This design comes from an exercise in tuning for small area on the open sky130 flow, not from production work.
No functional check of the RTL was part of this run.
Power figures rest on the tool's default switching activity, not on a simulated workload. The clock port is modelled as an ideal driver; clocking choices that lean on that would not hold on a real chip.

**flow/config.mk**
```make
export PLATFORM = sky130hd
export DESIGN_NAME = pulse_sampler
export DESIGN_NICKNAME = pulse_sampler
export VERILOG_FILES = /design/flow/design.v
export SDC_FILE = /design/flow/constraint.sdc
export NUM_CORES = 4
export LEC_CHECK = 0
export ABC_AREA = 1
export CAP_MARGIN = 5
export CORE_AREA = 8 8 492 112
export DIE_AREA = 0 0 500 120
export PLACE_DENSITY = 0.75
export SLEW_MARGIN = 0
export SYNTH_HIERARCHICAL = 1
export SYNTH_MINIMUM_KEEP_SIZE = 0
```
**flow/constraint.sdc**
```tcl
create_clock -name core_clock -period 5.0 [get_ports {clk}]
set_input_delay 1.0000 -clock core_clock [delete_from_list [all_inputs] [get_ports {clk}]]
set_output_delay 1.0000 -clock core_clock [all_outputs]
set_load 0.01 [all_outputs]
```
**flow/design.v**
```verilog
package daq_pkg;
    parameter int DEFAULT_N_CH   = 16;
    parameter int DEFAULT_WINDOW = 64;
    typedef enum logic [1:0] {
        STAND_BY = 2'd0,
        READING  = 2'd1,
        WAITING  = 2'd2
    } readout_state_e;
endpackage
module pulse_lane
#(
    parameter int WINDOW = daq_pkg::DEFAULT_WINDOW           
) (
    input  logic              clk,
    input  logic              rst,
    input  logic              pulse_n,              
    output logic [WINDOW-1:0] window_n              
);
    logic    sync_meta;                             
    logic    sync_q;                                
    logic    prev_q;                                
    logic    rise_n;                                
    always_ff @(posedge clk) begin
        if (rst) begin
            sync_meta <= 1'b0;
        end else begin
            sync_meta <= ~pulse_n;
        end
    end
    always_ff @(posedge clk) begin
        sync_q <= sync_meta;
        prev_q <= sync_q;
    end
    assign rise_n = ~(sync_q & ~prev_q);
    logic [WINDOW:0] hist_n;
    always_ff @(posedge clk) begin
        hist_n <= {rise_n, hist_n[WINDOW:1]};
    end
    assign window_n = hist_n[WINDOW-1:0];
endmodule
module event_readout
#(
    parameter int N_CH   = daq_pkg::DEFAULT_N_CH,            
    parameter int WINDOW = daq_pkg::DEFAULT_WINDOW           
) (
    input  logic                         clk,
    input  logic                         rst,
    input  logic [N_CH-1:0][WINDOW-1:0]  windows_n,     
    input  logic                         trig_thresh,   
    input  logic                         event_saved,   
    output logic [N_CH-1:0][WINDOW-1:0]  evento         
);
    logic [1:0] state_q;
    logic       show_q;                             
    always_ff @(posedge clk) begin
        if (rst) begin
            state_q <= 2'b00;
        end else begin
            state_q[1] <= (~state_q[1] & state_q[0]) | (state_q[1] & ~event_saved);
            state_q[0] <= (~state_q[1] & ~state_q[0] & trig_thresh) | (state_q[1] & ~event_saved);
        end
    end
    assign show_q = state_q[1] & ~state_q[0];
    localparam logic [6:0] AGE0 = 7'(127 - (WINDOW + 2));
    logic [6:0] age_q;
    always_ff @(posedge clk) begin
        if (rst) begin
            age_q <= AGE0;
        end else if (age_q != 7'h7f) begin
            age_q <= age_q + 1'b1;
        end
    end
    logic       shown;                              
    logic [2:0] age_hi, age_lo;
    logic [8:0] hi_ge;                              
    logic [7:0] hi_eq;                              
    logic [7:0] lo_ge;                              
    assign shown  = show_q & age_q[6];
    assign age_hi = age_q[5:3];
    assign age_lo = age_q[2:0];
    for (genvar i = 0; i < 8; i++) begin : dec_g
        assign hi_ge[i] = shown & (age_hi >= 3'(i));
        assign hi_eq[i] = shown & (age_hi == 3'(i));
        assign lo_ge[i] = (age_lo >= 3'(i));
    end
    assign hi_ge[8] = 1'b0;
    logic [WINDOW-1:0] show_n;                      
    for (genvar k = 0; k < WINDOW; k++) begin : pos_g
        localparam int T = 63 - k;                  
        if (T % 8 == 0) begin : whole_g
            assign show_n[k] = ~hi_ge[T / 8];
        end else begin : part_g
            assign show_n[k] = ~(hi_ge[T / 8 + 1] | (hi_eq[T / 8] & lo_ge[T % 8]));
        end
    end
    event_gate #(
        .N_CH   (N_CH),
        .WINDOW (WINDOW)
    ) gate0 (
        .show_n    (show_n),
        .windows_n (windows_n),
        .evento    (evento)
    );
endmodule
module event_gate
#(
    parameter int N_CH   = daq_pkg::DEFAULT_N_CH,
    parameter int WINDOW = daq_pkg::DEFAULT_WINDOW
) (
    input  logic [WINDOW-1:0]            show_n,
    input  logic [N_CH-1:0][WINDOW-1:0]  windows_n,
    output logic [N_CH-1:0][WINDOW-1:0]  evento
);
    for (genvar c = 0; c < N_CH; c++) begin : ch_g
        assign evento[c] = ~(show_n | windows_n[c]);
    end
endmodule
module pulse_sampler
#(
    parameter int N_CH   = daq_pkg::DEFAULT_N_CH,            
    parameter int WINDOW = daq_pkg::DEFAULT_WINDOW           
) (
    input  logic                         clk,
    input  logic                         rst,
    input  logic [N_CH-1:0]              ch_n,           
    input  logic                         trig_thresh,    
    input  logic                         event_saved,    
    output logic [N_CH*WINDOW-1:0]       evento          
);
    logic [N_CH-1:0][WINDOW-1:0] windows_n;
    for (genvar i = 0; i < N_CH; i++) begin : lane_g
        pulse_lane #(
            .WINDOW (WINDOW)
        ) lane (
            .clk      (clk),
            .rst      (rst),
            .pulse_n  (ch_n[i]),
            .window_n (windows_n[i])
        );
    end
    event_readout #(
        .N_CH   (N_CH),
        .WINDOW (WINDOW)
    ) readout0 (
        .clk         (clk),
        .rst         (rst),
        .windows_n   (windows_n),
        .trig_thresh (trig_thresh),
        .event_saved (event_saved),
        .evento      (evento)
    );
endmodule
```
**flow/flow/run.sh**
```bash
#!/bin/bash
# Standard ORFS layout with these changes:
#  - the smallest buffer on the ports;
#  - logic back at its smallest drive after synthesis, and the ports in a
#    fixed order (post_floorplan.tcl);
#  - a lighter clock tree (cts_args.txt).
set -euo pipefail
here=$(cd "$(dirname "$0")" && pwd)
export BUFFER_PORTS_ARGS="-buffer_cell sky130_fd_sc_hd__buf_1"
export POST_FLOORPLAN_TCL="$here/post_floorplan.tcl"
export CTS_ARGS="-sink_clustering_enable -repair_clock_nets -dont_use_dummy_load $(cat "$here/cts_args.txt")"
bash standard.sh finish > flow_make.log 2>&1
```
**flow/flow/cts_args.txt**
```
-sink_clustering_size 30 -sink_clustering_max_diameter 100
```
**flow/flow/downsize.tcl**
```tcl
# Put logic cells back to their smallest drive after synthesis; the resizer
# upsizes again wherever slew, capacitance or timing needs it.
set db [ord::get_db]
set block [[$db getChip] getBlock]
set swapped 0
foreach inst [$block getInsts] {
  set m [[$inst getMaster] getName]
  if {[regexp {^(sky130_fd_sc_hd__(nor2|nand2|inv|a21oi|o21ai|nand3|nor3|nand4|nor4|a31oi|o31ai|a211oi|o211ai))_([0-9]+)$} $m -> base t n] && $n > 1} {
    set new [$db findMaster ${base}_1]
    if {$new ne "NULL"} {
      $inst swapMaster $new
      incr swapped
    }
  }
}
puts "downsize: swapped $swapped cells to drive 1"
```
**flow/flow/pins.tcl**
```tcl
# Ports along the bottom edge (left to right) and then the top edge (right
# to left), in a fixed order: the four control inputs, the channel inputs,
# then the event bits by window stage (stage 63 first), all 16 channels of
# a stage side by side. Each stage's show line then stays local, and each
# channel's window chain runs once along the die and back.
set block [ord::get_db_block]
set die [$block getDieArea]
set W [ord::dbu_to_microns [$die xMax]]
set H [ord::dbu_to_microns [$die yMax]]

set pins [list clk rst trig_thresh event_saved]
for {set c 0} {$c < 16} {incr c} { lappend pins "ch_n\[$c\]" }
for {set k 63} {$k >= 0} {incr k -1} {
  for {set c 0} {$c < 16} {incr c} { lappend pins "evento\[[expr {$c * 64 + $k}]\]" }
}

set n [llength $pins]
set margin 6.0
set per_edge [expr {int(ceil($n / 2.0))}]
set step [expr {($W - 2 * $margin) / $per_edge}]
# met2 tracks sit at 0.23 + 0.46 i; keep pins on every other track or wider
set tracks [expr {max(2, int(floor($step / 0.46)))}]

set i 0
foreach p $pins {
  set edge [expr {$i / $per_edge}]
  set j [expr {$i % $per_edge}]
  set t [expr {int(ceil(($margin - 0.23) / 0.46)) + $j * $tracks}]
  set x [expr {0.23 + 0.46 * $t}]
  if {$edge == 0} {
    set y 0
  } else {
    set x [expr {$W - $x}]
    set y $H
  }
  place_pin -pin_name $p -layer met2 -location [list $x $y] -force_to_die_boundary
  incr i
}
puts "pins: placed $n ports, $tracks tracks apart"
```
**flow/flow/post_floorplan.tcl**
```tcl
set here [file dirname [info script]]
source [file join $here downsize.tcl]
source [file join $here pins.tcl]
```
**flow/standard.sh**
```bash
#!/bin/bash
# synth_recipe.tcl (not shown) runs the flow's synth.tcl, then flattens the netlist and writes it again
# the make line also repeats each setting of config.mk as NAME=value (left out here)
make -C /OpenROAD-flow-scripts/flow DESIGN_CONFIG=/design/flow/config.mk WORK_HOME=/design/flow/orfs CLKGATE_MAP_FILE= SYNTH_SCRIPT=/design/flow/synth_recipe.tcl "${@:-finish}"
```
==> impl_metrics.json <==
{
  "p_sw_uw": 3013,
  "drive_gt1_frac": 0.02130,
  "row_count": 38,
  "multi_input_area_mm2": 0.004633,
  "postCtsResizedCells": 0,
  "hpwl_um": 60660,
  "seq_area_frac_synth": 0.5996,
  "grt_util_all_layers": 0.2480,
  "syn2layout_area_growth_pct": -10.22,
  "post_cts_buffers": 0,
  "critical_path.startpoint": "readout0.age_q[1]",
  "place.gp.congestion": 0.9216,
  "synth-main-ff-cell": "dfxtp_1",
  "rsz0062_at_grt": "no",
  "yosysMostFrequentCell": "dfxtp_1",
  "clk_pin_slew_worst_paths_ns": 0.12,
  "synth_largest_area_cell": "dfxtp_1",
  "h-tree-depth": 2,
  "fin_nets": 3500,
  "drc": 0,
  "fin_ws_ns": 0.4933,
  "p_comb_frac": 0.029,
  "crit_required_ns": 4.00,
  "cts_sinks": 1097,
  "min_from": "lane_g[2].lane.sync_meta",
  "drv_cap": 0,
  "async_flop_share": 0,
  "leakagePower_uw": 0.01285,
  "fp.dieH_um": 120,
  "postSynthCellCount": 3515,
  "viasPerCell": 4.412,
  "wl_um": 80340,
  "cp-end-kind": "primary output",
  "drtIter0Drc": 1483,
  "timing.rr.start": "readout0.age_q[2]",
  "dr.pass1.iters": 5,
  "grt_start_max_net_pins": 31,
  "yosys-top-cells-count": "1097 x dfxtp_1, 1025 x buf_4, 877 x nor2_1",
  "cp.arrival_ns": 3.51,
  "path_max_fanout": 16,
  "max-vdd-ir-drop_uv": 282.4,
  "nFillCells": 4196,
  "fp.dieW_um": 500,
  "core_mm2": 0.04997,
  "period_share": 0.9013,
  "antenna_found_initial": 0,
  "initial_core_util": 0.7330,
  "setup_viol_count_final": 0,
  "grt_pass1_vias": 17670,
  "period_needed_ns": 4.507,
  "design_area_mm2": 0.03288,
  "worstMarginPinSlew_ns": 1.231,
  "cts_tree": "done",
  "hold_class": "flop to flop",
  "cts_made_buffers": 42,
  "p_sw_frac": 0.2194,
  "wl_per_cell_um": 19.25,
  "hold-worst-slack_ns": 0.2975,
  "finalClockSkew_ns": 0.03472,
  "relSlewSlack": 0.1741,
  "power_frac_seq": 0.677,
  "worstSkewPairLatency_ns": 0.59,
  "post-place-ws_ns": 1.191,
  "p_clk_frac": 0.294,
  "ys.warnings.count": 8,
  "clockRootBuffer": "clkbuf_16",
  "syn_nets": 3539,
  "overflow": 0,
  "tns_ns": 0,
  "powerDensity_mw_per_mm2": 417.7,
  "cts_hold_buf": 0,
  "hold_viol": 0,
  "total_power_uw": 13730,
  "criticalPathCategory": "flop to primary output",
  "outcome": "timing/DRC/antenna clean",
  "critical_path.startpoint_type": "flop",
  "seq_area_mm2": 0.02196,
  "synth_edf_count": 0,
  "vias": 18410,
  "synth_area_mm2": 0.03663,
  "maxSlewViolCount": 0,
  "dieArea_mm2": 0.06000,
  "clock_path_buffers": 3,
  "p_int_uw": 10720,
  "io_pins": 0,
  "fmax_ghz": 0.2219,
  "grt_pass1_wl_um": 114800,
  "yosys_register_bits": 1097,
  "insertedDiodeCount": 0,
  "avgSynthCellArea_um2": 10.42,
  "io_buffers": 1043,
  "synth_area_leaders": "dfxtp_1 60%, buf_4 21%, nor2_1 9.0%",
  "yosysUniqueCellTypes": 24,
  "postPlaceCellArea_mm2": 0.03183,
  "ant_nets": 0,
  "synth_top_area_frac": 0.5996
}
-- worst max-delay path: stages (launching register included) --
cell and delay (ns):
dfxtp_1 0.44, inv_1 0.13, ha_1 0.19, nor2_1 0.15, nand2_1 0.53, o21ai_1 1.12
nor2_1 0.15, buf_1 0.19
-- power groups by stage --
stage               Clock (uW)  Sequential (uW)  Combinational [uW]
floorplan                    0             9410                 730
CTS                       4080             9300                 401
finish                    4030             9300                 401
global route              4440             9350                 432
global placement             0             9490                 397
detailed placement           0             9490                 399
-- registers in the layout, summed over array words and instances (netlist names) --
register	flops
lane_g.lane.hist_n	1040
lane_g.lane.prev_q	16
lane_g.lane.sync_meta	16
lane_g.lane.sync_q	16
readout0.age_q	7
readout0.state_q	2
-- final timing paths --
check	end	slack, ns	cells past startpoint
max reg2reg	readout0.age_q[2]	3.42	3
min reg2reg	lane_g[2].lane.sync_q	0.30	0
max	evento[574]	0.49	7
min	lane_g[2].lane.sync_q	0.30	0
-- final cells by class --
type / count / area share
sequential: 1097 / 0.6679
multi-input combinational: 1204 / 0.1409
timing repair buffer: 1074 / 0.1261
clock buffer: 42 / 0.03196
tap: 700 / 0.02664
inverter: 57 / 0.006507
-- cell families after synthesis --
kind of cell	share of synthesized area
flip-flops	0.5996
buffers and inverters	0.2575
AND/OR/NAND/NOR	0.1361
AO/OA/AOI/OAI	0.005431
adder cells (fa/ha/maj)	0.001366
-- stage by stage --
step / util / cells
3_5_place_dp: 0.6370 / 4132
3_3_place_gp: 0.6370 / 4132
4_1_cts: 0.6580 / 4174
5_1_grt: 0.6580 / 4174
6_report: 0.6580 / 4174
2_1_floorplan: - / 3515
-- cell usage in the layout, fill, tap and decap left out --
| cell type | synthesis | layout |
|---|---|---|
| inv_1 | 53 | 57 |
| a21oi_1 | 13 | 13 |
| nor2_1 | 877 | 1061 |
| nand2_1 | 79 | 82 |
| nand4_1 | 3 | 3 |
| nor3_1 | 0 | 1 |
| ha_1 | 4 | 4 |
| o21ai_1 | 7 | 16 |
| dfxtp_1 | 1097 | 1097 |
| buf_4 | 1025 | 31 |
| clkbuf_16 | 0 | 42 |
| o21ai_2 | 1 | 1 |
| o21ai_0 | 18 | 9 |
| buf_1 | 0 | 1043 |
| nand3_1 | 13 | 14 |
-- routing by layer --
layer  share of wire  GRT usage  up-vias
met5               0          0        -
li1                -          -     9352
met3           0.036    0.04183      103
met1            0.41     0.3082     8645
met2            0.53     0.4616      314
met4           0.017    0.04521        0

[separate check: timing with driven ports]
No port has a modelled driver above. Below, the same layout with a new extraction and two added sets of constraints. Step 1: set_driving_cell puts a clkbuf_16 on clk and a buf_2 on each other input, an assumption about the parent block. Step 2 moves the port delays by t, midway between the first and last clock arrival at a register: inputs arrive t later, outputs are due t later. That takes back most of the time a late clock gives input paths. Slacks: ideal / step 1 / step 2; pairs: ideal / step 1.
shift t [ns]: 0.641
setup WS [ns]: 0.493 / 0.428 / 1.069
clock arrival spread, ns: 0.038 / 0.039
worst register clock-pin slew, ns: 0.12 / 0.12
After both steps setup and hold are still met in this run. The setup slack of this run moves by -0.065 ns with the drivers and by +0.576 ns with both steps.
